This is an optimization exercise on Yosys and OpenROAD, whose aim is small area, not a production implementation.
Function was checked by simulation only, so behaviour that the tests miss may differ from the original.
Power is estimated from default activity; no workload was simulated.

==> design.v <==
package segPkg;
  localparam int NUM_LAYERS = 4;
  localparam int PIX_W = 8;
  typedef logic [PIX_W-1:0] pixel_t;
  typedef logic [PIX_W-1:0] weight_t;
  typedef logic [NUM_LAYERS*PIX_W-1:0] layerVec_t;
  typedef logic [NUM_LAYERS-1:0] layerMask_t;
  localparam weight_t WEIGHT_MAX = 8'd255;
endpackage
`timescale 1ns/1ps
module bgLayerMatch (
  input  segPkg::pixel_t curY_i,
  input  segPkg::pixel_t curU_i,
  input  segPkg::pixel_t curV_i,
  input  segPkg::pixel_t bgY_i,
  input  segPkg::pixel_t bgU_i,
  input  segPkg::pixel_t bgV_i,
  input  segPkg::pixel_t thY_i,
  input  segPkg::pixel_t thU_i,
  input  segPkg::pixel_t thV_i,
  output logic   matched_o
);
  segPkg::pixel_t diffY;
  segPkg::pixel_t diffU;
  segPkg::pixel_t diffV;
  assign diffY = (curY_i > bgY_i) ? (curY_i - bgY_i) : (bgY_i - curY_i);
  assign diffU = (curU_i > bgU_i) ? (curU_i - bgU_i) : (bgU_i - curU_i);
  assign diffV = (curV_i > bgV_i) ? (curV_i - bgV_i) : (bgV_i - curV_i);
  assign matched_o = (diffY < thY_i) && (diffU < thU_i) && (diffV < thV_i);
endmodule
`timescale 1ns/1ps
module fgDecide (
  input  segPkg::layerMask_t matched_i,
  input  segPkg::layerVec_t  bgLayerW_i,
  input  segPkg::weight_t    bgTh_i,
  output logic       mask_o,
  output segPkg::layerMask_t winner_o
);
  segPkg::layerMask_t strongMatch;
  always_comb begin
    for (int i = 0; i < segPkg::NUM_LAYERS; i++) begin
      strongMatch[i] = matched_i[i] && (bgLayerW_i[i*segPkg::PIX_W +: segPkg::PIX_W] > bgTh_i);
    end
  end
  assign mask_o = ~(|strongMatch);
  always_comb begin
    winner_o = '0;
    for (int i = 0; i < segPkg::NUM_LAYERS; i++) begin
      if (matched_i[i]) begin
        winner_o    = '0;
        winner_o[i] = 1'b1;
      end
    end
  end
endmodule
`timescale 1ns/1ps
module bgColorUpdate (
  input  segPkg::layerMask_t winner_i,
  input  segPkg::pixel_t     cur_i,
  input  segPkg::layerVec_t  layer_i,
  output segPkg::layerVec_t  layer_o
);
  always_comb begin
    segPkg::pixel_t bgVal;
    segPkg::pixel_t stepVal;
    bgVal   = '0;
    stepVal = '0;
    layer_o = layer_i;
    if (winner_i == '0) begin
      layer_o[segPkg::PIX_W-1:0] = cur_i;
    end else begin
      for (int i = 0; i < segPkg::NUM_LAYERS; i++) begin
        if (winner_i[i]) begin
          bgVal = layer_i[i*segPkg::PIX_W +: segPkg::PIX_W];
          if (cur_i > bgVal) begin
            stepVal = bgVal + 1'b1;
          end else if (cur_i < bgVal) begin
            stepVal = bgVal - 1'b1;
          end else begin
            stepVal = bgVal;
          end
          layer_o[i*segPkg::PIX_W +: segPkg::PIX_W] = stepVal;
        end
      end
    end
  end
endmodule
`timescale 1ns/1ps
module bgWeightUpdate (
  input  segPkg::layerMask_t winner_i,
  input  segPkg::weight_t    buildStep_i,
  input  segPkg::layerVec_t  weight_i,
  output segPkg::layerVec_t  weight_o
);
  segPkg::weight_t growLimit;
  assign growLimit = segPkg::WEIGHT_MAX - buildStep_i;
  always_comb begin
    segPkg::weight_t w;
    segPkg::weight_t wNew;
    w        = '0;
    wNew     = '0;
    weight_o = '0;
    for (int i = 0; i < segPkg::NUM_LAYERS; i++) begin
      w = weight_i[i*segPkg::PIX_W +: segPkg::PIX_W];
      if (winner_i[i]) begin
        wNew = (w < growLimit) ? (w + buildStep_i) : w;
      end else begin
        wNew = (w == '0) ? '0 : (w - 1'b1);
      end
      weight_o[i*segPkg::PIX_W +: segPkg::PIX_W] = wNew;
    end
    if (winner_i == '0) begin
      weight_o[segPkg::PIX_W-1:0] = '0;
    end
  end
endmodule
`timescale 1ns/1ps
module segOutReg (
  input  logic      clk_i,
  input  logic      arstN_i,
  input  logic      update_i,
  input  logic      mask_i,
  input  segPkg::layerVec_t updY_i,
  input  segPkg::layerVec_t updU_i,
  input  segPkg::layerVec_t updV_i,
  input  segPkg::layerVec_t updW_i,
  input  segPkg::layerVec_t orgY_i,
  input  segPkg::layerVec_t orgU_i,
  input  segPkg::layerVec_t orgV_i,
  input  segPkg::layerVec_t orgW_i,
  output segPkg::layerVec_t newLayerY_o,
  output segPkg::layerVec_t newLayerU_o,
  output segPkg::layerVec_t newLayerV_o,
  output segPkg::layerVec_t newLayerW_o,
  output logic      mask_o
);
  segPkg::layerVec_t selY;
  segPkg::layerVec_t selU;
  segPkg::layerVec_t selV;
  segPkg::layerVec_t selW;
  assign selY = update_i ? updY_i : orgY_i;
  assign selU = update_i ? updU_i : orgU_i;
  assign selV = update_i ? updV_i : orgV_i;
  assign selW = update_i ? updW_i : orgW_i;
  always_ff @(posedge clk_i or negedge arstN_i) begin
    if (!arstN_i) begin
      newLayerY_o <= '0;
      newLayerU_o <= '0;
      newLayerV_o <= '0;
      newLayerW_o <= '0;
      mask_o      <= 1'b0;
    end else begin
      newLayerY_o <= selY;
      newLayerU_o <= selU;
      newLayerV_o <= selV;
      newLayerW_o <= selW;
      mask_o      <= mask_i;
    end
  end
endmodule
`timescale 1ns/1ps
module segCore (
  input  logic      clk_i,
  input  logic      arstN_i,
  input  segPkg::pixel_t    bdThY_i,
  input  segPkg::pixel_t    bdThU_i,
  input  segPkg::pixel_t    bdThV_i,
  input  segPkg::weight_t   bgTh_i,
  input  logic      update_i,
  input  segPkg::weight_t   buildStep_i,
  input  segPkg::pixel_t    curY_i,
  input  segPkg::pixel_t    curU_i,
  input  segPkg::pixel_t    curV_i,
  input  segPkg::layerVec_t bgLayerY_i,
  input  segPkg::layerVec_t bgLayerU_i,
  input  segPkg::layerVec_t bgLayerV_i,
  input  segPkg::layerVec_t bgLayerW_i,
  output segPkg::layerVec_t newLayerY_o,
  output segPkg::layerVec_t newLayerU_o,
  output segPkg::layerVec_t newLayerV_o,
  output segPkg::layerVec_t newLayerW_o,
  output logic      mask_o
);
  segPkg::layerMask_t matched;
  segPkg::layerMask_t winner;
  logic       maskComb;
  segPkg::layerVec_t  updY;
  segPkg::layerVec_t  updU;
  segPkg::layerVec_t  updV;
  segPkg::layerVec_t  updW;
  for (genvar g = 0; g < segPkg::NUM_LAYERS; g++) begin : gLayer
    bgLayerMatch i_match (
      .curY_i    (curY_i),
      .curU_i    (curU_i),
      .curV_i    (curV_i),
      .bgY_i     (bgLayerY_i[g*segPkg::PIX_W +: segPkg::PIX_W]),
      .bgU_i     (bgLayerU_i[g*segPkg::PIX_W +: segPkg::PIX_W]),
      .bgV_i     (bgLayerV_i[g*segPkg::PIX_W +: segPkg::PIX_W]),
      .thY_i     (bdThY_i),
      .thU_i     (bdThU_i),
      .thV_i     (bdThV_i),
      .matched_o (matched[g])
    );
  end
  fgDecide i_decide (
    .matched_i  (matched),
    .bgLayerW_i (bgLayerW_i),
    .bgTh_i     (bgTh_i),
    .mask_o     (maskComb),
    .winner_o   (winner)
  );
  bgColorUpdate i_updY (
    .winner_i (winner),
    .cur_i    (curY_i),
    .layer_i  (bgLayerY_i),
    .layer_o  (updY)
  );
  bgColorUpdate i_updU (
    .winner_i (winner),
    .cur_i    (curU_i),
    .layer_i  (bgLayerU_i),
    .layer_o  (updU)
  );
  bgColorUpdate i_updV (
    .winner_i (winner),
    .cur_i    (curV_i),
    .layer_i  (bgLayerV_i),
    .layer_o  (updV)
  );
  bgWeightUpdate i_updW (
    .winner_i    (winner),
    .buildStep_i (buildStep_i),
    .weight_i    (bgLayerW_i),
    .weight_o    (updW)
  );
  segOutReg i_outReg (
    .clk_i       (clk_i),
    .arstN_i     (arstN_i),
    .update_i    (update_i),
    .mask_i      (maskComb),
    .updY_i      (updY),
    .updU_i      (updU),
    .updV_i      (updV),
    .updW_i      (updW),
    .orgY_i      (bgLayerY_i),
    .orgU_i      (bgLayerU_i),
    .orgV_i      (bgLayerV_i),
    .orgW_i      (bgLayerW_i),
    .newLayerY_o (newLayerY_o),
    .newLayerU_o (newLayerU_o),
    .newLayerV_o (newLayerV_o),
    .newLayerW_o (newLayerW_o),
    .mask_o      (mask_o)
  );
endmodule
==> run.sh <==
#!/bin/bash
# synth_recipe.tcl (not shown) runs the flow's synth.tcl, then flattens the netlist and writes it again
# the make line also repeats each setting of config.mk as NAME=value (left out here)
make -C /OpenROAD-flow-scripts/flow DESIGN_CONFIG=/design/flow/config.mk WORK_HOME=/design/flow/orfs CLKGATE_MAP_FILE= SYNTH_SCRIPT=/design/flow/synth_recipe.tcl finish
==> config.mk <==
export PLATFORM = sky130hd
export DESIGN_NAME = segCore
export DESIGN_NICKNAME = segCore
export VERILOG_FILES = /design/flow/design.v
export SDC_FILE = /design/flow/constraint.sdc
export NUM_CORES = 4
export LEC_CHECK = 0
export CAP_MARGIN = 20
export CORE_MARGIN = 2
export CORE_UTILIZATION = 40
export SLEW_MARGIN = 20
==> constraint.sdc <==
create_clock -name core_clock -period 10.0 [get_ports {clk_i}]
set_input_delay 2.0000 -clock core_clock [delete_from_list [all_inputs] [get_ports {clk_i}]]
set_output_delay 2.0000 -clock core_clock [all_outputs]
set_load 0.01 [all_outputs]
==> flow_summary.yaml <==
setup_path:
  crit_type: "in2reg"
  cp_top_family: "compound AO/OA/AOI/OAI gates"
  crit_chain: "clkdlybuf4s50_1 > inv_1 > ha_1 > a21oi_1 > o21ai_0 > o21ai_2 > mux2i_1 > a221o_1 > a211oi_1 > o21ai_0 > xor2_1 > ha_1 > nand2_1 > nor3_1 > a22oi_1 > nand4_1 > nor3_1 > buf_4 > nand2_1 > a221oi_1 > xnor2_1"
  path_depth: 21
  end_kind: "register"
  timing.critical_path.buf_inv: 3
  slowest_stage: "clkdlybuf4s50_1"
  crit_fanout: 16
  crit_start: "curU_i[5]"
  cp-start-kind: "input pin"
  critPathArrivalTime_ps: 9040
  required_ps: 10400
  max_stage_delay_ps: 810
clock_network:
  path_clk_slew_ps: 70
  cts_made_buffers: 17
  cts_tree: "yes"
  cts_max_level: 4
  clock-root-buffer: "clkbuf_16"
  cts_hold_buf: 0
  cts_post_setup_buffers_inserted: 0
  clock_sinks: 129
  cts_resized: 0
  cts_max_path_buffers: 2
sta:
  min_period_ps: 8635
  tightest_slew_ps: 1065
  maxSlewViolCount: 0
  setup_ws_ps: 1365
  hold_viol: 0
  relSlewSlack_pct: 28.82
  fmax_mhz: 115.8
  grt_setup_unrepaired: "false"
  min_period_over_period_pct: 86.35
  holdWs_ps: 1588
  finalSetupViolCount: 0
  finalSetupTns_ps: 0
place:
  dp_hpwl_mm: 56.03
  dp_slack_ps: 973.3
  portBuffers: 323
  gp_congestion: 0.9143
power:
  powerDensity_nw_per_um2: 137.1
  ir_drop_uv: 127.1
  p_leak_uw: 0.01064
  p_total_uw: 3236
synth:
  ys_async_sr_fraction_pct: 100.0
  synth_nets: 2907
  syn-cell-area_um2: 19000
  avgSynthCellArea_um2: 8.178
  synth_edf_count: 0
  synth_fa_ha_area_share_pct: 26.73
  synthCells: 2323
  synthMuxAreaShare_pct: 4.999
  synth-simple-area-share_pct: 17.26
  synthDistinctLibCells: 85
  synth_xor_area_share_pct: 7.192
  synth-main-ff-cell: "dfrtp_1"
  yosys_warnings: 4
  yosysSeqAreaShare_pct: 16.99
  synth-seq-cells: 129
  synth_compound_area_share_pct: 21.15
  synth_top_family_by_area: "adder cells"
flow_run:
  maxCapViolCount: 0
global_route:
  overflow: 0
  grt_pass1_wl_mm: 107.4
  antenna_found_initial: 2
  grt_max_degree: 86
  grt_pass1_vias: 18540
  grt_usage_pct: 28.04
routing:
  wl_mm: 69.92
  drt_iter0_markers: 1712
  drcViolationCount: 0
  wl_per_cell_um: 21.43
  vias_per_cell: 5.777
  drt_pass1_iterations: 5
  num_vias: 18850
  ant_nets: 0
layout:
  fin_nets: 3226
  fill_cells: 4520
  regArea_um2: 3228
  area_growth_pct: 24.22
  multi_input_area_um2: 14720
  drive_gt1_share_pct: 5.198
floorplanning:
  coreArea_um2: 46750
  die_w_um: 221.9
  start_util_pct: 40.63
  ios: 324
  rows: 79
  die_h_um: 221.9
  fp.dieArea_um2: 49260
status:
  status: "timing/DRC/antenna clean"
worst_hold_path:
  hold_path.class: "in2async"
==> cell families (layout without fill, tap and decap cells) <==
group	Yosys count	count (layout)
compound gates	630	630
xor+xnor	156	156
fa+ha+maj	389	389
buf+inv	276	608
flops	129	129
mux	91	91
other cells	0	1
simple gates	652	652
==> cell usage after synthesis, drive strengths merged (34+ instances only) <==
cell	number	area (um^2)
inv	218	818.3
dfrtp	129	3228
nor3	55	280.3
nand3	59	295.3
nand4	76	481.7
a21o	42	316.6
ha	361	4517
xor2	36	315.3
mux2i	63	630.6
nand2	164	615.6
o22ai	34	212.7
o21ai	141	713.2
nor2	138	520.5
xnor2	120	1051
a21oi	183	919.6
==> cell usage in the layout (no fill, tap or decap), types with 11 or more instances in the layout <==
cell,n
clkbuf_16,17
a21boi_0,17
and3_1,18
nand3_1,59
or3_1,17
a31oi_1,30
mux2_2,27
nor4_1,23
a22oi_1,11
a211oi_1,21
xnor2_1,120
ha_1,361
a21oi_1,182
xor2_1,36
o21a_1,17
dfrtp_1,129
nor2_1,137
o211ai_1,12
nand2b_1,22
clkdlybuf4s50_1,321
o22ai_1,34
or2_2,20
buf_4,35
nand4_1,75
a2bb2oi_1,13
nor3_1,54
a21o_1,41
fa_1,28
mux2i_1,63
inv_1,218
nand2_1,164
o21ai_0,134
nor2b_1,22
a22o_1,14
==> routing by layer <==
| layer | global-route usage (%) | vias to the layer above | part of all wire (%) |
|---|---|---|---|
| li1 | - | 9099 | - |
| met1 | 36.72 | 8956 | 44 |
| met2 | 46.20 | 686 | 47 |
| met3 | 5.195 | 110 | 6.0 |
| met4 | 9.830 | 0 | 2.8 |
| met5 | 0 | - | 0 |
==> power by group <==
| group | switching [uW] | total [uW] | internal (uW) |
|---|---|---|---|
| Combinational | 1080 | 1900 | 821 |
| Clock | 292 | 650 | 357 |
| Sequential | 51.9 | 683 | 631 |
| Total | 1430 | 3240 | 1810 |
==> flip-flops by register name (all words and copies together), names as in the netlist <==
| register | count |
|---|---|
| i_outReg.newLayerY_o | 32 |
| i_outReg.newLayerW_o | 32 |
| i_outReg.newLayerV_o | 32 |
| i_outReg.mask_o | 1 |
| i_outReg.newLayerU_o | 32 |
==> path summary, 6_finish.rpt <==
check	end	slack, ps
min in group core_clock	i_outReg.newLayerV_o[15]	2110
max in group asynchronous	i_outReg.newLayerU_o[9]	7170
max	i_outReg.newLayerU_o[14]	1370
min	i_outReg.newLayerY_o[20]	1590
==> area by class of cell <==
type                            count  share of cell area [%]
Antenna cell                        1                 0.01060
Clock buffer                       19                   1.919
Sequential cell                   129                   13.68
Timing Repair Buffer              358                   14.80
Tap cell                          607                   3.218
Inverter                          218                   3.467
Multi-Input combinational cell   1918                   62.37
Clock inverter                     13                  0.5355
==> through the flow <==
| step | utilization [%] | area, um^2 | cells |
|---|---|---|---|
| after detailed placement | 49.23 | 23020 | 3230 |
| after CTS | 50.47 | 23600 | 3262 |
| after global routing | 50.48 | 23600 | 3263 |
| after global placement | 49.23 | 23020 | 3230 |
| final | 50.48 | 23600 | 3263 |
| after floorplan | - | 19000 | 2323 |

## re-timing with driven ports
Ports are ideal in the flow. The routed layout listed here was re-timed in OpenROAD.
Step 1: set_driving_cell puts a clkbuf_16 on clk_i and a buf_2 on each other input, an assumption about the parent block.
Step 2 times the ports against the registers' clock, not the clock port: input delays grow and output delays shrink by t, the midpoint of the rising clock arrivals with the driver on.
Three values: ideal, step 1, step 2; two values: the first two.
t (ns): 0.546
slack for setup (ns): 1.365 / 1.391 / 0.845
hold WS [ns]: 1.588 / 1.574 / 2.120
worst register clock-pin slew, ns: 0.07 / 0.07
After both steps setup and hold are still met in this run. The setup slack of this run moves by +0.026 ns with the drivers and by -0.520 ns with both steps.
